Source: an optimization exercise on an open RTL-to-GDS flow (aim: small area, a short achievable clock period and few clock cycles). Production flows keep margins and buffers that such runs may drop.
The RTL was checked by simulation tests, not by an equivalence proof against the original design.
Power and IR drop assume default switching activity.

==> flow/design.v <==
module neuron_state_mem #(
    parameter int DATA_W = 32,
    parameter int DEPTH  = 64,
    parameter int ADDR_W = $clog2(DEPTH)
) (
    input  logic              clk,
    input  logic              reset,
    input  logic              init_start,
    input  logic [DATA_W-1:0] init_value,
    output logic              init_busy,
    output logic              ready,
    input  logic              rd_en,
    input  logic [ADDR_W-1:0] rd_addr,
    output logic [DATA_W-1:0] rd_data,
    output logic              rd_valid,
    input  logic              wr_en,
    input  logic [ADDR_W-1:0] wr_addr,
    input  logic [DATA_W-1:0] wr_data
);
    logic                ready_q;
    logic                busy_q;
    logic [DATA_W-1:0]   init_q;
    logic [DEPTH-1:0]    written_q;
    logic [DATA_W-1:0]   rd_data_q;
    logic                rd_valid_q;
    logic [DATA_W-1:0]   mem [DEPTH];
    logic                keep;
    logic [7:0]          pw_hi_q;          
    logic [7:0]          pw_lo_q;
    logic [DATA_W-1:0]   pw_data_q;
    assign ready     = ready_q;
    assign init_busy = busy_q;
    assign rd_data   = rd_data_q;
    assign rd_valid  = rd_valid_q;
    assign keep = ready_q && !init_start;
    logic              en, bypass, pend_hit, g, use_init;
    logic [3:0]        hw;                     
    logic [3:0]        wq;                     
    logic [DATA_W-1:0] yq [4];                 
    logic [DATA_W-1:0] rd_d;
    assign en     = ready_q && rd_en;
    assign bypass = wr_en && rd_addr == wr_addr;
    assign pend_hit = pw_hi_q[rd_addr[5:3]] && pw_lo_q[rd_addr[2:0]];
    assign g      = en && !bypass && !pend_hit;
    logic [3:0] s0, s1;                        
    always_comb begin
        for (int q = 0; q < 4; q++) begin
            s0[q] = rd_addr[1:0] == 2'(q);
            s1[q] = rd_addr[3:2] == 2'(q);
            wq[q] = written_q[{2'(q), rd_addr[3:0]}];
            hw[q] = g && rd_addr[5:4] == 2'(q) && wq[q];
        end
        use_init = !wq[rd_addr[5:4]];
    end
    for (genvar q = 0; q < 4; q++) begin : g_quarter
        for (genvar b = 0; b < DATA_W; b++) begin : g_bit
            logic [3:0] l1;
            for (genvar k = 0; k < 4; k++) begin : g_l1
                nsm_sel4 u_l1 (.s(s0), .d({mem[16*q+4*k+3][b], mem[16*q+4*k+2][b],
                                           mem[16*q+4*k+1][b], mem[16*q+4*k][b]}), .y(l1[k]));
            end
            nsm_sel4 u_l2 (.s(s1), .d(l1), .y(yq[q][b]));
        end
    end
    for (genvar b = 0; b < DATA_W; b++) begin : g_bit
        logic e, ie;
        assign e  = (!en && rd_data_q[b]) || (en && bypass && wr_data[b]) ||
                    (en && !bypass && pend_hit && pw_data_q[b]);
        assign ie = g && init_q[b];
        nsm_bitfin u_fin (.y({yq[3][b], yq[2][b], yq[1][b], yq[0][b]}), .hw(hw),
                          .use_init(use_init), .ie(ie), .e(e), .d(rd_d[b]));
    end
    always_ff @(posedge clk or negedge reset) begin
        if (!reset) begin
            ready_q    <= 1'b0;
            busy_q     <= 1'b1;
            rd_data_q  <= '0;
            rd_valid_q <= 1'b0;
        end else begin
            ready_q    <= 1'b1;
            busy_q     <= 1'b0;
            rd_valid_q <= en;
            rd_data_q  <= rd_d;
        end
    end
    always_ff @(posedge clk) begin
        if (!ready_q || init_start) init_q <= init_value;
        for (int i = 0; i < DEPTH; i++)
            written_q[i] <= keep && (written_q[i] || (wr_en && wr_addr == ADDR_W'(i)));
    end
    always_ff @(posedge clk) begin
        for (int j = 0; j < 8; j++) begin
            pw_hi_q[j] <= keep && wr_en && wr_addr[5:3] == 3'(j);
            pw_lo_q[j] <= wr_addr[2:0] == 3'(j);
        end
        pw_data_q <= wr_data;
        for (int i = 0; i < DEPTH; i++)
            if (pw_hi_q[i/8] && pw_lo_q[i%8]) mem[i] <= pw_data_q;
    end
endmodule
module nsm_sel4 (
    input  logic [3:0] s,
    input  logic [3:0] d,
    output logic       y
);
    assign y = (s[0] && d[0]) || (s[1] && d[1]) || (s[2] && d[2]) || (s[3] && d[3]);
endmodule
module nsm_bitfin (
    input  logic [3:0] y,
    input  logic [3:0] hw,
    input  logic       use_init,
    input  logic       ie,
    input  logic       e,
    output logic       d
);
    assign d = (hw[0] && y[0]) || (hw[1] && y[1]) || (hw[2] && y[2]) || (hw[3] && y[3]) ||
               (use_init && ie) || e;
endmodule
Settings: LEC_CHECK=0, CAP_MARGIN=20, CORE_MARGIN=2, CORE_UTILIZATION=55, CTS_CLUSTER_DIAMETER=120, CTS_CLUSTER_SIZE=26, SETUP_SLACK_MARGIN=2.4, SLEW_MARGIN=20, SYNTH_HIERARCHICAL=1, TNS_END_PERCENT=100; clock period 4.5 ns.
standard.sh (not shown) runs the stock make flow with config.mk's settings and CLKGATE_MAP_FILE= SYNTH_SCRIPT=/design/flow/synth_recipe.tcl, a recipe that flattens the netlist after the stock synthesis.
==> flow/flow/run.sh <==
#!/bin/bash
# Standard layout, with the port buffers made from plain buffers instead of delay cells.
set -euo pipefail
export BUFFER_PORTS_ARGS="-buffer_cell sky130_fd_sc_hd__buf_4"
bash standard.sh finish > standard_finish.log 2>&1
The first run completed with no timing, DRC or antenna violations.
Testbench counts at the start, summed over its fixed seeds: cycles 6,955.
Next try:
CORE_UTILIZATION = 68   (was 55)
PLACE_DENSITY = 0.75   (was not set)
TNS_END_PERCENT = 5   (was 100)
Die area is lower by 19%; setup slack degrades by 0.027 ns; total power falls by 0.66%; utilization rises by 14 points; maximum frequency falls by 1.1%; first-iteration DRC count went up by 29%; clock power stays flat; via count grows by 1.3%; hold slack improved by 0.037 ns.
Next try:
CORE_UTILIZATION = 55   (was 68)
GPL_ROUTABILITY_DRIVEN = 0   (was not set)
PLACE_DENSITY = not set   (was 0.75)
Result: The changed run finished clean; utilization decreases by 14 points; cell count rises by 5.8%; clock-buffer cell count fell by 11.
Next try:
CTS_CLUSTER_DIAMETER = 100   (was 120)
CTS_CLUSTER_SIZE = 30   (was 26)
GPL_ROUTABILITY_DRIVEN = not set   (was 0)
=>
- The changed run produced a clean layout
- sequential cell count stays the same
- core utilization shrinks by 0.32 points
- power shrinks slightly
- final cell count shrinks slightly
- design area shrinks slightly
- routed wire length shrinks slightly
- clock skew stays flat
- critical path depth grows by 9

==> separate check: timing with driven ports <==
The results above use ideal ports. As a check the final layouts listed here were re-extracted and re-timed, cells and wires unchanged.
Step 1, drivers: a clkbuf_16 drives clk and a buf_2 each remaining input, both assumed.
Step 2 also shifts input and output timing later by t, the mid clock arrival at the registers, as if the neighbouring blocks saw the same clock.
Slacks: ideal / step 1 / step 2; pairs: ideal / step 1.
run | t, ns | slack for setup (ns) | worst setup path at the end
the first run | 0.841 | 2.115 / 1.980 / 1.139 | input to register
the second run | 0.797 | 2.088 / 1.912 / 1.115 | input to register
the third run | 0.841 | 2.148 / 1.937 / 1.096 | input to register
the fourth run | 0.818 | 2.118 / 1.925 / 1.107 | input to register
After both steps setup and hold are still met in every run listed. The setup slack of the third run, which loses most, moves by -0.211 ns with the drivers and by -1.052 ns with both steps.
